Context: an optimization exercise on an open-source flow, tuned for a short achievable clock period and few clock cycles. The choices shown serve that exercise and are no tape-out recipe. Only simulation tests tie the RTL to the original design; equivalence was not proved. Power figures rest on the tool's default switching activity, not on a simulated workload.

===== flow/config.mk =====
export PLATFORM = sky130hd
export DESIGN_NAME = riscvTop
export DESIGN_NICKNAME = riscvTop
export VERILOG_FILES = /design/flow/design.v
export SDC_FILE = /design/flow/constraint.sdc
export NUM_CORES = 4
export LEC_CHECK = 0
export CAP_MARGIN = 20
export CORE_MARGIN = 2
export CORE_UTILIZATION = 40
export SLEW_MARGIN = 20

===== flow/design.v =====
package rvPkg;
   localparam int xlen = 32;     
   localparam int regAddrW = 5;
   typedef enum logic [6:0] {
      opReg    = 7'b0110011,
      opImm    = 7'b0010011,
      opLoad   = 7'b0000011,
      opStore  = 7'b0100011,
      opBranch = 7'b1100011,
      opJal    = 7'b1101111,
      opJalr   = 7'b1100111,
      opSystem = 7'b1110011
   } opcodeE;
   typedef enum logic [3:0] {
      aluAdd,
      aluSub,
      aluSll,
      aluSlt,
      aluSltu,
      aluXor,
      aluSrl,
      aluSra,
      aluOr,
      aluAnd
   } aluOpE;
   typedef struct packed {
      logic       regWrite;    
      logic       memRead;
      logic       memWrite;
      aluOpE      aluOp;
      logic       srcAPc;      
      logic       srcBImm;     
      logic       isBranch;
      logic       isJal;
      logic       isJalr;
      logic       isHalt;
      logic [2:0] brCond;      
   } ctrlT;
   typedef struct packed {
      logic                valid;
      ctrlT                ctrl;
      logic [xlen-1:0]     pc;
      logic [xlen-1:0]     rs1Val;
      logic [xlen-1:0]     rs2Val;
      logic [regAddrW-1:0] rs1;
      logic [regAddrW-1:0] rs2;
      logic [regAddrW-1:0] rd;
      logic [xlen-1:0]     imm;
   } idExT;
   typedef struct packed {
      logic                valid;
      logic                regWrite;
      logic                memRead;
      logic                memWrite;
      logic                isHalt;
      logic [xlen-1:0]     aluResult;    
      logic [xlen-1:0]     storeData;
      logic [regAddrW-1:0] rd;
   } exMemT;
   typedef struct packed {
      logic                valid;
      logic                regWrite;
      logic                isHalt;
      logic [regAddrW-1:0] rd;
      logic [xlen-1:0]     wdata;
   } memWbT;
endpackage
`timescale 1ns/1ps
module fetchStage #(
   parameter int addrWidth = 12
) (
   input  logic                   CLK,
   input  logic                   RSTn,
   input  logic                   stall,
   input  logic                   haltFetch,
   input  logic                   redirect,
   input  logic [rvPkg::xlen-1:0] redirectPc,
   input  logic [rvPkg::xlen-1:0] iMemData,
   output logic [addrWidth-1:0]   iMemAddr,
   output logic                   iMemCsn,
   output logic [rvPkg::xlen-1:0] instId,
   output logic [rvPkg::xlen-1:0] pcId,
   output logic                   validId
);
   logic [rvPkg::xlen-1:0] pc;
   logic                   fetchHalted;    
   assign iMemAddr = pc[addrWidth-1:0];    
   assign iMemCsn = RSTn;
   always_ff @(posedge CLK) begin
      if (RSTn) begin
         pc <= '0;
         validId <= 1'b0;
         fetchHalted <= 1'b0;
      end else if (redirect) begin
         pc <= redirectPc;
         validId <= 1'b0;    
      end else if (haltFetch || fetchHalted) begin
         fetchHalted <= 1'b1;
         validId <= 1'b0;
      end else if (!stall) begin
         pc <= pc + 4;
         validId <= 1'b1;
      end
   end
   always_ff @(posedge CLK) begin
      if (!stall) begin
         instId <= iMemData;
         pcId <= pc;
      end
   end
endmodule
`timescale 1ns/1ps
module decodeStage (
   input  logic                       CLK,
   input  logic                       RSTn,
   input  logic [rvPkg::xlen-1:0]     instId,
   input  logic [rvPkg::xlen-1:0]     pcId,
   input  logic                       validId,
   input  logic                       flush,
   input  logic [rvPkg::xlen-1:0]     rfRd1,
   input  logic [rvPkg::xlen-1:0]     rfRd2,
   input  rvPkg::memWbT               wbFwd,
   output logic [rvPkg::regAddrW-1:0] rfRa1,
   output logic [rvPkg::regAddrW-1:0] rfRa2,
   output logic                       stall,
   output logic                       haltFetch,
   output rvPkg::idExT                idEx
);
   logic [rvPkg::regAddrW-1:0] rs1;
   logic [rvPkg::regAddrW-1:0] rs2;
   logic [rvPkg::regAddrW-1:0] rd;
   rvPkg::opcodeE              opcode;
   rvPkg::ctrlT                ctrl;
   logic [rvPkg::xlen-1:0]     imm;
   logic [rvPkg::xlen-1:0]     rs1Val;
   logic [rvPkg::xlen-1:0]     rs2Val;
   logic                       useRs1;
   logic                       useRs2;
   logic                       loadUse;
   function automatic rvPkg::aluOpE aluDecode(input logic [2:0] funct3, input logic alt);
      rvPkg::aluOpE op;
      case (funct3)
         3'b000:  op = alt ? rvPkg::aluSub : rvPkg::aluAdd;
         3'b001:  op = rvPkg::aluSll;
         3'b010:  op = rvPkg::aluSlt;
         3'b011:  op = rvPkg::aluSltu;
         3'b100:  op = rvPkg::aluXor;
         3'b101:  op = alt ? rvPkg::aluSra : rvPkg::aluSrl;
         3'b110:  op = rvPkg::aluOr;
         default: op = rvPkg::aluAnd;
      endcase
      aluDecode = op;
   endfunction
   assign rs1 = instId[19:15];
   assign rs2 = instId[24:20];
   assign rd = instId[11:7];
   assign opcode = rvPkg::opcodeE'(instId[6:0]);
   assign rfRa1 = rs1;
   assign rfRa2 = rs2;
   always_comb begin
      ctrl = '0;
      imm = '0;
      useRs1 = 1'b0;
      useRs2 = 1'b0;
      ctrl.brCond = instId[14:12];
      case (opcode)
         rvPkg::opReg: begin
            ctrl.regWrite = 1'b1;
            ctrl.aluOp = aluDecode(instId[14:12], instId[30]);
            useRs1 = 1'b1;
            useRs2 = 1'b1;
         end
         rvPkg::opImm: begin
            ctrl.regWrite = 1'b1;
            ctrl.srcBImm = 1'b1;
            ctrl.aluOp = aluDecode(instId[14:12], instId[30] && instId[14:12] == 3'b101);
            imm = {{20{instId[31]}}, instId[31:20]};
            useRs1 = 1'b1;
         end
         rvPkg::opLoad: begin
            ctrl.regWrite = 1'b1;
            ctrl.memRead = 1'b1;
            ctrl.srcBImm = 1'b1;
            imm = {{20{instId[31]}}, instId[31:20]};
            useRs1 = 1'b1;
         end
         rvPkg::opStore: begin
            ctrl.memWrite = 1'b1;
            ctrl.srcBImm = 1'b1;
            imm = {{20{instId[31]}}, instId[31:25], instId[11:7]};
            useRs1 = 1'b1;
            useRs2 = 1'b1;
         end
         rvPkg::opBranch: begin
            ctrl.isBranch = 1'b1;
            imm = {{19{instId[31]}}, instId[31], instId[7], instId[30:25], instId[11:8], 1'b0};
            useRs1 = 1'b1;
            useRs2 = 1'b1;
         end
         rvPkg::opJal: begin
            ctrl.regWrite = 1'b1;
            ctrl.isJal = 1'b1;
            ctrl.srcAPc = 1'b1;    
            ctrl.srcBImm = 1'b1;
            imm = {{11{instId[31]}}, instId[31], instId[19:12], instId[20], instId[30:21], 1'b0};
         end
         rvPkg::opJalr: begin
            ctrl.regWrite = 1'b1;
            ctrl.isJalr = 1'b1;
            ctrl.srcBImm = 1'b1;
            imm = {{20{instId[31]}}, instId[31:20]};
            useRs1 = 1'b1;
         end
         rvPkg::opSystem: ctrl.isHalt = 1'b1;
         default: ;
      endcase
      if (rd == '0) begin
         ctrl.regWrite = 1'b0;    
      end
   end
   assign rs1Val = (wbFwd.valid && wbFwd.regWrite && wbFwd.rd == rs1) ? wbFwd.wdata : rfRd1;
   assign rs2Val = (wbFwd.valid && wbFwd.regWrite && wbFwd.rd == rs2) ? wbFwd.wdata : rfRd2;
   assign loadUse = idEx.valid && idEx.ctrl.memRead && idEx.ctrl.regWrite &&
                    ((useRs1 && rs1 == idEx.rd) || (useRs2 && rs2 == idEx.rd));
   assign stall = validId && loadUse;
   assign haltFetch = validId && !flush && ctrl.isHalt;
   always_ff @(posedge CLK) begin
      if (RSTn) begin
         idEx.valid <= 1'b0;
         idEx.ctrl <= '0;
      end else if (flush || stall || !validId) begin
         idEx.valid <= 1'b0;    
         idEx.ctrl <= '0;
      end else begin
         idEx.valid <= 1'b1;
         idEx.ctrl <= ctrl;
      end
   end
   always_ff @(posedge CLK) begin
      idEx.pc <= pcId;
      idEx.rs1Val <= rs1Val;
      idEx.rs2Val <= rs2Val;
      idEx.rs1 <= rs1;
      idEx.rs2 <= rs2;
      idEx.rd <= rd;
      idEx.imm <= imm;
   end
endmodule
`timescale 1ns/1ps
module executeStage (
   input  logic                   CLK,
   input  logic                   RSTn,
   input  rvPkg::idExT            idEx,
   input  rvPkg::exMemT           memFwd,
   input  rvPkg::memWbT           wbFwd,
   output logic                   redirect,
   output logic [rvPkg::xlen-1:0] redirectPc,
   output rvPkg::exMemT           exMem
);
   logic [rvPkg::xlen-1:0] rs1Fwd;
   logic [rvPkg::xlen-1:0] rs2Fwd;
   logic [rvPkg::xlen-1:0] opA;
   logic [rvPkg::xlen-1:0] opB;
   logic [rvPkg::xlen-1:0] aluY;
   logic [rvPkg::xlen-1:0] linkPc;
   logic                   taken;
   logic                   isJump;
   function automatic logic [rvPkg::xlen-1:0] pickOperand(
      input logic [rvPkg::regAddrW-1:0] src,
      input logic [rvPkg::xlen-1:0]     idVal,
      input rvPkg::exMemT               m,
      input rvPkg::memWbT               w
   );
      logic [rvPkg::xlen-1:0] val;
      val = idVal;
      if (w.valid && w.regWrite && w.rd == src) begin
         val = w.wdata;
      end
      if (m.valid && m.regWrite && !m.memRead && m.rd == src) begin
         val = m.aluResult;
      end
      pickOperand = val;
   endfunction
   assign rs1Fwd = pickOperand(idEx.rs1, idEx.rs1Val, memFwd, wbFwd);
   assign rs2Fwd = pickOperand(idEx.rs2, idEx.rs2Val, memFwd, wbFwd);
   assign opA = idEx.ctrl.srcAPc ? idEx.pc : rs1Fwd;
   assign opB = idEx.ctrl.srcBImm ? idEx.imm : rs2Fwd;
   always_comb begin
      case (idEx.ctrl.aluOp)
         rvPkg::aluSub:  aluY = opA - opB;
         rvPkg::aluSll:  aluY = opA << opB[4:0];
         rvPkg::aluSlt:  aluY = {{(rvPkg::xlen-1){1'b0}}, $signed(opA) < $signed(opB)};
         rvPkg::aluSltu: aluY = {{(rvPkg::xlen-1){1'b0}}, opA < opB};
         rvPkg::aluXor:  aluY = opA ^ opB;
         rvPkg::aluSrl:  aluY = opA >> opB[4:0];
         rvPkg::aluSra:  aluY = $signed(opA) >>> opB[4:0];
         rvPkg::aluOr:   aluY = opA | opB;
         rvPkg::aluAnd:  aluY = opA & opB;
         default:        aluY = opA + opB;    
      endcase
   end
   always_comb begin
      case (idEx.ctrl.brCond)
         3'b000:  taken = rs1Fwd == rs2Fwd;
         3'b001:  taken = rs1Fwd != rs2Fwd;
         3'b100:  taken = $signed(rs1Fwd) < $signed(rs2Fwd);
         3'b101:  taken = $signed(rs1Fwd) >= $signed(rs2Fwd);
         3'b110:  taken = rs1Fwd < rs2Fwd;
         3'b111:  taken = rs1Fwd >= rs2Fwd;
         default: taken = 1'b0;
      endcase
   end
   assign isJump = idEx.ctrl.isJal || idEx.ctrl.isJalr;
   assign linkPc = idEx.pc + 4;
   assign redirect = idEx.valid && (isJump || (idEx.ctrl.isBranch && taken));
   assign redirectPc = isJump ? {aluY[rvPkg::xlen-1:1], 1'b0} : idEx.pc + idEx.imm;
   always_ff @(posedge CLK) begin
      if (RSTn) begin
         exMem.valid <= 1'b0;
         exMem.regWrite <= 1'b0;
         exMem.memRead <= 1'b0;
         exMem.memWrite <= 1'b0;
         exMem.isHalt <= 1'b0;
      end else begin
         exMem.valid <= idEx.valid;
         exMem.regWrite <= idEx.ctrl.regWrite;
         exMem.memRead <= idEx.ctrl.memRead;
         exMem.memWrite <= idEx.ctrl.memWrite;
         exMem.isHalt <= idEx.ctrl.isHalt;
      end
   end
   always_ff @(posedge CLK) begin
      exMem.aluResult <= isJump ? linkPc : aluY;
      exMem.storeData <= rs2Fwd;
      exMem.rd <= idEx.rd;
   end
endmodule
`timescale 1ns/1ps
module memWbStage #(
   parameter int addrWidth = 12
) (
   input  logic                       CLK,
   input  logic                       RSTn,
   input  rvPkg::exMemT               exMem,
   input  logic [rvPkg::xlen-1:0]     dMemRdata,
   output logic [addrWidth-1:0]       dMemAddr,
   output logic [rvPkg::xlen-1:0]     dMemWdata,
   output logic                       dMemWen,
   output logic                       dMemCsn,
   output rvPkg::memWbT               wbFwd,
   output logic                       rfWe,
   output logic [rvPkg::regAddrW-1:0] rfWa,
   output logic [rvPkg::xlen-1:0]     rfWd,
   output logic                       halt,
   output logic [rvPkg::xlen-1:0]     numInst
);
   rvPkg::memWbT memWb;
   logic         haltSeen;
   logic         haltRetire;    
   assign dMemAddr = exMem.aluResult[addrWidth-1:0];    
   assign dMemWdata = exMem.storeData;
   assign dMemWen = !(exMem.valid && exMem.memWrite);    
   assign dMemCsn = RSTn;
   always_ff @(posedge CLK) begin
      if (RSTn) begin
         memWb.valid <= 1'b0;
         memWb.regWrite <= 1'b0;
         memWb.isHalt <= 1'b0;
      end else begin
         memWb.valid <= exMem.valid;
         memWb.regWrite <= exMem.valid && exMem.regWrite;
         memWb.isHalt <= exMem.valid && exMem.isHalt;
      end
   end
   always_ff @(posedge CLK) begin
      memWb.rd <= exMem.rd;
      memWb.wdata <= exMem.memRead ? dMemRdata : exMem.aluResult;
   end
   assign wbFwd = memWb;
   assign rfWe = memWb.valid && memWb.regWrite;
   assign rfWa = memWb.rd;
   assign rfWd = memWb.wdata;
   always_ff @(posedge CLK) begin
      if (RSTn) begin
         numInst <= '0;
      end else if (exMem.valid) begin
         numInst <= numInst + 1;
      end
   end
   assign haltRetire = memWb.valid && memWb.isHalt;
   always_ff @(posedge CLK) begin
      if (RSTn) begin
         haltSeen <= 1'b0;
      end else if (haltRetire) begin
         haltSeen <= 1'b1;    
      end
   end
   assign halt = haltSeen || haltRetire;
endmodule
`timescale 1ns/1ps
module riscvTop #(
   parameter int addrWidth = 12
) (
   input  logic                       CLK,
   input  logic                       RSTn,
   output logic                       iMemCsn,
   input  logic [rvPkg::xlen-1:0]     iMemData,
   output logic [addrWidth-1:0]       iMemAddr,
   output logic                       dMemCsn,
   input  logic [rvPkg::xlen-1:0]     dMemRdata,
   output logic [rvPkg::xlen-1:0]     dMemWdata,
   output logic [addrWidth-1:0]       dMemAddr,
   output logic                       dMemWen,
   output logic                       rfWe,
   output logic [rvPkg::regAddrW-1:0] rfRa1,
   output logic [rvPkg::regAddrW-1:0] rfRa2,
   output logic [rvPkg::regAddrW-1:0] rfWa,
   input  logic [rvPkg::xlen-1:0]     rfRd1,
   input  logic [rvPkg::xlen-1:0]     rfRd2,
   output logic [rvPkg::xlen-1:0]     rfWd,
   output logic                       halt,
   output logic [rvPkg::xlen-1:0]     numInst
);
   logic [rvPkg::xlen-1:0] instId;
   logic [rvPkg::xlen-1:0] pcId;
   logic                   validId;
   logic                   stall;
   logic                   haltFetch;
   logic                   redirect;      
   logic [rvPkg::xlen-1:0] redirectPc;
   rvPkg::idExT            idEx;
   rvPkg::exMemT           exMem;
   rvPkg::memWbT           wbFwd;
   fetchStage #(.addrWidth(addrWidth)) fetch (
      .CLK(CLK), .RSTn(RSTn), .stall(stall), .haltFetch(haltFetch),
      .redirect(redirect), .redirectPc(redirectPc), .iMemData(iMemData),
      .iMemAddr(iMemAddr), .iMemCsn(iMemCsn),
      .instId(instId), .pcId(pcId), .validId(validId)
   );
   decodeStage decode (
      .CLK(CLK), .RSTn(RSTn), .instId(instId), .pcId(pcId), .validId(validId),
      .flush(redirect), .rfRd1(rfRd1), .rfRd2(rfRd2), .wbFwd(wbFwd),
      .rfRa1(rfRa1), .rfRa2(rfRa2), .stall(stall), .haltFetch(haltFetch), .idEx(idEx)
   );
   executeStage execute (
      .CLK(CLK), .RSTn(RSTn), .idEx(idEx), .memFwd(exMem), .wbFwd(wbFwd),
      .redirect(redirect), .redirectPc(redirectPc), .exMem(exMem)
   );
   memWbStage #(.addrWidth(addrWidth)) memWb (
      .CLK(CLK), .RSTn(RSTn), .exMem(exMem), .dMemRdata(dMemRdata),
      .dMemAddr(dMemAddr), .dMemWdata(dMemWdata), .dMemWen(dMemWen), .dMemCsn(dMemCsn),
      .wbFwd(wbFwd), .rfWe(rfWe), .rfWa(rfWa), .rfWd(rfWd),
      .halt(halt), .numInst(numInst)
   );
endmodule

===== flow/run.sh =====
#!/bin/bash
# synth_recipe.tcl (not shown) runs the flow's synth.tcl, then flattens the netlist and writes it again
# the make line also repeats each setting of config.mk as NAME=value (left out here)
make -C /OpenROAD-flow-scripts/flow DESIGN_CONFIG=/design/flow/config.mk WORK_HOME=/design/flow/orfs CLKGATE_MAP_FILE= SYNTH_SCRIPT=/design/flow/synth_recipe.tcl finish

===== flow/constraint.sdc =====
create_clock -name core_clock -period 6.0 [get_ports {CLK}]
set_input_delay 1.2000 -clock core_clock [delete_from_list [all_inputs] [get_ports {CLK}]]
set_output_delay 1.2000 -clock core_clock [all_outputs]
set_load 0.01 [all_outputs]

==> reports/qor.log, run 1 <==
qor: status.outcome complete, no violations
qor: job.maxCapViolations 0
qor: floorplan.fp.dieW 268 um
qor: sta.worst_case_clock_skew 0.0212 ns
qor: synthesis.syn_area_per_cell 8.22 sq um
qor: critical_path.crit_arrival 6.28 ns
qor: clock_tree.clockBufferDepth 3
qor: sta.finalWorstPathRequiredPeriod 5.83 ns
qor: grt.global_route_wire_length_before_repair 178,000 um
qor: placed_design.routabilityCongestion 1.08
qor: pwr.static-leakage-power 13.2 nW
qor: synthesis.ys_ff_latch 393
qor: synthesis.ys.flop_type sky130_fd_sc_hd__dfxtp_1
qor: synthesis.netlist_top_cells_count 329 x sky130_fd_sc_hd__dfxtp_1, 269 x sky130_fd_sc_hd__a21oi_1, 242 x sky130_fd_sc_hd__nor2_1
qor: critical_path.worstSetupStartpointType flop
qor: clock_tree.clock_insertion_delay_worst_skew 0.61 ns
qor: clock_tree.root_buffer sky130_fd_sc_hd__clkbuf_16
qor: synthesis.post_synth_inst_count 3,385
qor: critical_path.crit_required 6.45 ns
qor: grt.globalRouteTotalUtil 0.332
qor: synthesis.most_numerous_cell_in_the_yosys_netlist sky130_fd_sc_hd__dfxtp_1
qor: detailed_routing.pre_repair_dr_iteration_count 9
qor: placed_design.detailed_place.area 31,600 sq um
qor: pwr.peakVddDrop 0.333 mV
qor: floorplan.die_height 268 um
qor: synthesis.synth_async_sr_flop_share 0
qor: clock_tree.clock_tree_from_tritoncts yes
qor: sta.slew-limit-headroom 0.234
qor: sta.pin_slew_with_the_least_headroom_to_its_limit 1.15 ns
qor: critical_path.critical_path_peak_fanout 11
qor: detailed_routing.postRouteWirelength 121,000 um
qor: synthesis.synthDistinctLibCells 94
qor: synthesis.synth.largest_area_cell sky130_fd_sc_hd__dfxtp_1
qor: grt.via_count_of_the_first_global_routing_pass 26,600
qor: layout.final_design_area_no_fill 33,200 sq um
qor: critical_path.critPathCaptureType flop
qor: synthesis.synth-edff-count 64
qor: clock_tree.cts.sink_count 393
qor: synthesis.post-synth-top-area-fraction 0.237
qor: grt.grt_start_max_net_pins 78
qor: detailed_routing.remaining_drc_errors 0
qor: floorplan.io_pins 270
qor: synthesis.net_count_after_synthesis 3,681
qor: floorplan.rows 96
qor: placed_design.io_buffer_count 269
qor: synthesis.mappedNetlistArea 27,800 sq um
qor: sta.maxSlewViolCount 0
qor: grt.number_of_antenna_violations_at_the_first_check_in_global_routing 7
qor: layout.finalCoreUtilization 0.483
qor: pwr.design_power_total 7.45 mW
qor: sta.timing.hold.ws 0.333 ns
qor: detailed_routing.wl_per_cell 26.7 um
qor: critical_path.critical_path.max_stage_delay 0.69 ns
qor: detailed_routing.final_antenna_net_count 0
qor: detailed_routing.drt-initial-drc-count 3,156
qor: sta.hold_viol 0
qor: layout.layout.nets 3,877
qor: synthesis.yosysWarningCount 4
qor: critical_path.critical_path.slowest_cell sky130_fd_sc_hd__or4_1
qor: layout.syn_to_final_growth 19.3%
qor: grt.global_route_total_overflow 0
qor: floorplan.core-area 68,700 sq um
qor: detailed_routing.routed_via_density 6.12
qor: worst_hold_path.worst_hold_path_type flop to flop
qor: layout.layout-drive-gt1-share 0.123
qor: clock_tree.cts-buffers-inserted 45
qor: clock_tree.cts.reportedPaths.clkPinSlew 0.06 ns
qor: clock_tree.cts_hold_buffers 0
qor: synthesis.netlist_top_cells_area sky130_fd_sc_hd__dfxtp_1 24%, sky130_fd_sc_hd__ha_1 7.3%, sky130_fd_sc_hd__edfxtp_1 6.9%
qor: synthesis.synth_seq_area_share 0.306
qor: detailed_routing.vias 27,900
qor: placed_design.hpwl 95,500 um
qor: sta.setup_viol_count_final 0
qor: critical_path.timing_worst_setup_path_type flop to flop
qor: critical_path.cp_cell_sequence nand3b_1 > or4_1 > or2_1 > a31oi_1 > mux2i_2 > ha_1 > inv_1 > a21oi_1 > nor3b_2 > a21oi_1 > o21ai_0 > buf_4 > a21boi_0 > o31ai_1 > a211oi_1 > or4b_1 > o31ai_4 > a211oi_1
qor: floorplan.dieArea 71,700 sq um
qor: sta.finalCritPeriodShare 0.971
qor: sta.timing.fmax 172 MHz
qor: clock_tree.cts_htree_levels 2
qor: pwr.powerDensity 224 nW/um^2
qor: floorplan.initial_utilization 0.405
-- layout by cell type (no fill, tap or decap), drive strengths merged, types with 132 or more instances in the layout --
master           n
nor3           132
inv            151
clkdlybuf4s50  268
nand2          223
buf            198
nor2           243
a21oi          273
dfxtp          329
o21ai          230
ha             163
-- cells by family after synthesis --
| group | Yosys count | share of synthesized area |
|---|---|---|
| adders and majority gates | 166 | 0.0755 |
| AOI/OAI and AO/OA | 1067 | 0.253 |
| and+or+nand+nor | 965 | 0.166 |
| xor gates and xnor gates | 162 | 0.0510 |
| muxes | 168 | 0.0674 |
| DFF | 393 | 0.306 |
| buffers and inverters | 464 | 0.0805 |
-- report_power, final --
group	switching (mW)	internal (mW)	leakage, nW
Clock	1.20	1.63	0.744
Combinational	0.908	0.687	9.02
Sequential	0.203	2.82	3.46
Total	2.31	5.14	13.2
-- what timing repair did --
action / CTS / global route
setup endpoints to repair: 2 / 35
resized for setup: 3 / 13
pin swaps: 0 / 2
cloned: 0 / 0
buffers inserted: 0 / 4
-- stage by stage --
stage / setup TNS, ns / std cells / setup slack, ns
6_report: 0 / 4551 / 0.173
5_1_grt: -0.0177 / 4549 / -0.0115
4_1_cts: 0 / 4545 / 0.0915
3_5_place_dp: -0.350 / 4461 / -0.350
3_3_place_gp: -0.340 / 4461 / -0.298
2_1_floorplan: 0 / 3385 / 0.359
-- critical path: cells and delay by family (launching register included) --
kind	cells	cell delay, ns
multiplexers	1	0.21
AO/OA/AOI/OAI	9	2.32
flip-flops	1	0.31
adder cells (fa/ha/maj)	1	0.43
AND/OR/NAND/NOR	5	2.10
buffers and inverters	2	0.29
-- path summary, 6_finish.rpt --
path | startpoint | end | slack [ns] | depth (start not counted)
worst max-delay path | execute.exMem[71]$_SDFF_PP0_ | fetch.pc[23]$_SDFFE_PP0P_ | 0.17 | 18
worst min register to register | fetch.pcId[18]$_DFFE_PN_ | decode.idEx[129]$_DFF_P_ | 0.33 | 0
worst min-delay path | fetch.pcId[18]$_DFFE_PN_ | decode.idEx[129]$_DFF_P_ | 0.33 | 0
worst max register to register | execute.exMem[71]$_SDFF_PP0_ | fetch.pc[23]$_SDFFE_PP0P_ | 0.17 | 18
-- flip-flops by register name (all words and copies together) (netlist names) --
register,flops
fetch.pcId,32
memWb.memWb,40
memWb.numInst,32
fetch.validId,1
fetch.fetchHalted,1
memWb.haltSeen,1
decode.idEx,148
fetch.pc,32
execute.exMem,74
fetch.instId,32
-- routing by layer --
metal,track usage,part of all wire
met5,0,0.00054
met4,0.212,0.074
met1,0.426,0.41
met2,0.513,0.44
met3,0.0613,0.077
-- layout make-up --
type	count	area, sq um
inverters	147	554
flip-flops and latches	393	8510
well taps	931	1160
diodes	2	5.00
multi-input cells	2528	17200
repair buffers	466	4250
clock inverters	23	256
fillers	6820	35500
clock buffers	61	1270
Testbench counts, summed over its fixed seeds: cycles 18,385.
==> inputs of run 2 (changes only) <==
--- a/flow/config.mk
+++ b/flow/config.mk
@@ -5,7 +5,9 @@
 export SDC_FILE = /design/flow/constraint.sdc
 export NUM_CORES = 4
 export LEC_CHECK = 0
+export ABC_CLOCK_PERIOD_IN_PS = 2500
 export CAP_MARGIN = 20
 export CORE_MARGIN = 2
 export CORE_UTILIZATION = 40
+export SETUP_SLACK_MARGIN = 3.0
 export SLEW_MARGIN = 20
==> reports/qor.log, run 2 <==
qor: status.outcome complete, no violations [unchanged]
qor: synthesis.synth.largest_area_cell sky130_fd_sc_hd__dfxtp_1 [unchanged]
qor: sta.finalWorstPathRequiredPeriod 5.10 ns [was 5.83 ns]
qor: pwr.peakVddDrop 0.214 mV [was 0.333 mV]
qor: critical_path.critPathCaptureType flop [unchanged]
qor: placed_design.io_buffer_count 269 [unchanged]
qor: synthesis.synth_async_sr_flop_share 0 [unchanged]
qor: pwr.comb_power_share 0.260 [was 0.214]
qor: clock_tree.cts_htree_levels 2 [unchanged]
qor: placed_design.post-place-cells 4,446 [was 4,461]
qor: synthesis.synth-compound-area-share 0.253 [unchanged]
qor: pwr.design_power_total 8.02 mW [was 7.45 mW]
qor: sta.hold_viol 0 [unchanged]
qor: detailed_routing.pre_repair_dr_iteration_count 6 [was 9]
qor: job.maxCapViolations 0 [unchanged]
qor: sta.fin_tns_setup 0 ns [unchanged]
qor: floorplan.initial_utilization 0.405 [unchanged]
qor: clock_tree.cts-buffers-inserted 46 [was 45]
qor: grt.global_route_wire_length_before_repair 189,000 um [was 178,000 um]
qor: worst_hold_path.worst_hold_path_type flop to flop [unchanged]
qor: sta.pin_slew_with_the_least_headroom_to_its_limit 1.19 ns [was 1.15 ns]
qor: placed_design.detailed_place.area 31,800 sq um [was 31,600 sq um]
qor: detailed_routing.drt-initial-drc-count 3,289 [was 3,156]
qor: synthesis.synth-edff-count 64 [unchanged]
qor: synthesis.yosys.area_share.adder 0.0755 [unchanged]
qor: sta.setup_viol_count_final 0 [unchanged]
qor: clock_tree.clock_tree_from_tritoncts yes [unchanged]
qor: pwr.powerDensity 208 nW/um^2 [was 224 nW/um^2]
qor: detailed_routing.wl_per_cell 28.0 um [was 26.7 um]
qor: layout.mostFrequentLayoutCells 310 x sky130_fd_sc_hd__dfxtp_1, 284 x sky130_fd_sc_hd__buf_4, 266 x sky130_fd_sc_hd__clkdlybuf4s50_1 [was 328 x sky130_fd_sc_hd__dfxtp_1, 269 x sky130_fd_sc_hd__a21oi_1, 268 x sky130_fd_sc_hd__clkdlybuf4s50_1]
qor: grt.grt_most_used_layer met2 [unchanged]
qor: sta.slew-limit-headroom 0.205 [was 0.234]
qor: floorplan.core-area 68,700 sq um [unchanged]
qor: synthesis.netlist_top_cells_area sky130_fd_sc_hd__dfxtp_1 24%, sky130_fd_sc_hd__ha_1 7.3%, sky130_fd_sc_hd__edfxtp_1 6.9% [unchanged]
qor: detailed_routing.vias 29,500 [was 27,900]
qor: pwr.switching_power_as_a_share_of_total_power 0.320 [was 0.310]
qor: detailed_routing.final_antenna_net_count 0 [unchanged]
qor: synthesis.synth_seq_area_share 0.306 [unchanged]
qor: clock_tree.clockBufferDepth 3 [unchanged]
qor: grt.met1_usage 0.454 [was 0.426]
qor: synthesis.synthMuxAreaShare 0.0674 [unchanged]
qor: synthesis.net_count_after_synthesis 3,681 [unchanged]
qor: synthesis.netlist_top_cells_count 329 x sky130_fd_sc_hd__dfxtp_1, 269 x sky130_fd_sc_hd__a21oi_1, 242 x sky130_fd_sc_hd__nor2_1 [unchanged]
qor: synthesis.yosysWarningCount 4 [unchanged]
qor: layout.final_design_area_no_fill 38,600 sq um [was 33,200 sq um]
qor: synthesis.ys.flop_type sky130_fd_sc_hd__dfxtp_1 [unchanged]
qor: grt.via_count_of_the_first_global_routing_pass 28,100 [was 26,600]
qor: critical_path.timing_worst_setup_path_type flop to flop [unchanged]
qor: floorplan.fp.dieW 268 um [unchanged]
qor: placed_design.routabilityCongestion 1.03 [was 1.08]
qor: floorplan.io_pins 270 [unchanged]
qor: critical_path.worstSetupStartpointType flop [unchanged]
qor: pwr.static-leakage-power 15.0 nW [was 13.2 nW]
qor: layout.nFillCells 6,293 [was 6,820]
qor: layout.layout.cells.non_filler 4,732 [was 4,551]
qor: sta.maxSlewViolCount 0 [unchanged]
qor: synthesis.post_synth_inst_count 3,385 [unchanged]
qor: clock_tree.clock_insertion_delay_worst_skew 0.61 ns [about the same]
qor: pwr.intPower 5.45 mW [was 5.14 mW]
qor: detailed_routing.remaining_drc_errors 0 [unchanged]
qor: grt.global_route_total_overflow 0 [unchanged]
qor: detailed_routing.routed_via_density 6.24 [was 6.12]
qor: layout.layout-drive-gt1-share 0.284 [was 0.123]
qor: critical_path.crit_required 6.52 ns [was 6.45 ns]
qor: critical_path.critical_path_peak_fanout 13 [was 11]
qor: grt.groute.layer.met3.usage 0.0775 [was 0.0613]
qor: layout.mostFrequentLayoutCell sky130_fd_sc_hd__dfxtp_1 [unchanged]
qor: layout.finalCoreUtilization 0.562 [was 0.483]
qor: floorplan.die_height 268 um [unchanged]
qor: critical_path.crit_arrival 5.62 ns [was 6.28 ns]
qor: synthesis.synthDistinctLibCells 94 [unchanged]
qor: grt.grt_start_max_net_pins 79 [was 78]
qor: pwr.power_switching 2.56 mW [was 2.31 mW]
qor: floorplan.dieArea 71,700 sq um [unchanged]
qor: grt.globalRouteTotalUtil 0.354 [was 0.332]
qor: floorplan.rows 96 [unchanged]
qor: grt.global_route.usage.met2 0.550 [was 0.513]
qor: clock_tree.root_buffer sky130_fd_sc_hd__clkbuf_16 [unchanged]
qor: synthesis.most_numerous_cell_in_the_yosys_netlist sky130_fd_sc_hd__dfxtp_1 [unchanged]
qor: synthesis.syn_area_per_cell 8.22 sq um [unchanged]
qor: sta.worst_case_clock_skew 0.0344 ns [was 0.0212 ns]
qor: synthesis.post-synth-top-area-fraction 0.237 [unchanged]
qor: synthesis.combinational_family_with_the_most_area_after_synthesis compound AO/OA/AOI/OAI gates [unchanged]
qor: sta.finalCritPeriodShare 0.850 [was 0.971]
qor: pwr.pwr-share-clk 0.361 [was 0.380]
qor: layout.largestRegisters decode.idEx: 148 flops, execute.exMem: 74 flops, memWb.memWb: 40 flops [unchanged]
qor: clock_tree.cts.sink_count 393 [unchanged]
qor: placed_design.hpwl 96,700 um [was 95,500 um]
qor: synthesis.yosys.area_share.xor_xnor 0.0510 [unchanged]
qor: layout.largest_register_ff_count 148 [unchanged]
qor: layout.syn_to_final_growth 38.8% [was 19.3%]
qor: synthesis.ys_ff_latch 393 [unchanged]
qor: sta.rsz0062_at_grt yes
qor: layout.layout.nets 4,059 [was 3,877]
qor: sta.timing.fmax 196 MHz [was 172 MHz]
qor: layout.regMostFlops decode.idEx [unchanged]
qor: grt.number_of_antenna_violations_at_the_first_check_in_global_routing 3 [was 7]
qor: detailed_routing.postRouteWirelength 133,000 um [was 121,000 um]
qor: clock_tree.cts.reportedPaths.clkPinSlew 0.07 ns [was 0.06 ns]
qor: pwr.seqPwrFrac 0.379 [was 0.406]
qor: synthesis.mappedNetlistArea 27,800 sq um [unchanged]
qor: synthesis.synth_simple_gate_area_share 0.166 [unchanged]
-- run 2: cell counts after synthesis --
Identical to the previous run, type by type.
-- run 2: per-stage QoR --
| stage | worst slack (ns) | hold WS, ns |
|---|---|---|
| floorplan | 1.06 | 0.323 |
| detailed placement | 0.252 | 0.327 |
| CTS | 0.881 | 0.336 |
| global placement | 0.203 | 0.323 |
| global route | 0.761 | 0.345 |
| finish | 0.900 | 0.333 |
-- run 2: cell families (layout without fill, tap and decap cells) --
group / Yosys count / after routing
AO/OA/AOI/OAI: 1067 / 1067
XOR/XNOR: 162 / 162
adder cells (fa/ha/maj): 166 / 166
buffers and inverters: 464 / 873
flip-flops: 393 / 393
multiplexers: 168 / 168
other: 0 / 1
AND/OR/NAND/NOR: 965 / 971
-- run 2: worst paths after layout --
kind                             from                   endpoint  slack (ns)  cells after the start
max           decode.idEx[39]$_DFF_P_  fetch.pc[15]$_SDFFE_PP0P_        0.90                     23
max reg2reg   decode.idEx[39]$_DFF_P_  fetch.pc[15]$_SDFFE_PP0P_        0.90                     23
min          fetch.pcId[19]$_DFFE_PN_   decode.idEx[130]$_DFF_P_        0.33                      0
min reg2reg  fetch.pcId[19]$_DFFE_PN_   decode.idEx[130]$_DFF_P_        0.33                      0
-- run 2: power by group through the flow --
stage          clock network [mW]  logic [mW]  registers (mW)
2_1_floorplan                   0        1.00            2.97
3_3_place_gp                    0        1.59            3.08
3_5_place_dp                    0        1.58            3.08
4_1_cts                      2.94        1.81            3.03
5_1_grt                      3.04        2.18            3.05
6_report                     2.89        2.09            3.04
-- run 2: worst max-delay path, stage by stage, from the launching register on --
cell and delay, ns:
sky130_fd_sc_hd__dfxtp_2 0.33, sky130_fd_sc_hd__xor2_1 0.16, sky130_fd_sc_hd__or4_4 0.59, sky130_fd_sc_hd__nor2_4 0.22, sky130_fd_sc_hd__buf_12 0.17, sky130_fd_sc_hd__buf_12 0.11
sky130_fd_sc_hd__buf_16 0.14, sky130_fd_sc_hd__a21oi_2 0.07, sky130_fd_sc_hd__buf_4 0.14, sky130_fd_sc_hd__buf_4 0.14, sky130_fd_sc_hd__ha_1 0.31, sky130_fd_sc_hd__nand3_1 0.08
sky130_fd_sc_hd__nor2_1 0.19, sky130_fd_sc_hd__a221o_1 0.27, sky130_fd_sc_hd__buf_4 0.15, sky130_fd_sc_hd__o21ai_4 0.05, sky130_fd_sc_hd__a21oi_4 0.23, sky130_fd_sc_hd__nor3_2 0.08
sky130_fd_sc_hd__or4_4 0.52, sky130_fd_sc_hd__a31oi_4 0.30, sky130_fd_sc_hd__nor2_4 0.10, sky130_fd_sc_hd__buf_12 0.17, sky130_fd_sc_hd__or3_4 0.33, sky130_fd_sc_hd__o211ai_1 0.17
-- run 2: area by class of cell --
cell class                 count  area (sq um)  share of cell area
antenna                        1          2.50           0.0000648
clock inverter                20           245             0.00635
sequential                   393          8540               0.221
tap                          931          1160              0.0302
timing repair buffer         641          6200               0.161
inverter                     147           572              0.0148
multi-input combinational   2534         20600               0.532
clock buffer                  65          1330              0.0343
-- run 2: timing repair --
item / in CTS / in global routing
pin swaps: 124 / 183
setup buffers: 99 / 84
hold buffers: 0 / 0
cloned: 12 / 5
gates resized for setup: 381 / 382
endpoints found under the setup margin: 87 / 87
endpoints found under the hold margin: 0 / 0
-- run 2: metal layers --
metal  part of all wire  wire, um  up-vias
met3              0.096     12700      432
li1                   -         -    13200
met1               0.39     52100    14300
met5            0.00020        26        -
met2               0.44     58200     1622
met4              0.072      9570        4

## afterwards: timing with drivers on the ports
No port has a modelled driver above. Below, the same layouts with a new extraction and two added sets of constraints. Step 1: set_driving_cell puts a clkbuf_16 on CLK and a buf_2 on each other input, an assumption about the parent block. Step 2, shift: input delay + t, output delay - t, t = (earliest + latest rising clock arrival at the registers) / 2. This alone moves slack from input paths to output paths. Slacks: ideal / step 1 / step 2; pairs: ideal / step 1.
run	t (ns)	slack for setup (ns)	worst setup path after step 2	worst register clock-pin slew, ns	cell pins on the clock port's net
run 1	0.665	0.173 / 0.173 / 0.173	register to register	0.07 / 0.07	1
run 2	0.655	0.900 / 0.900 / 0.900	register to register	0.07 / 0.07	1
After both steps every run listed still meets setup and hold.
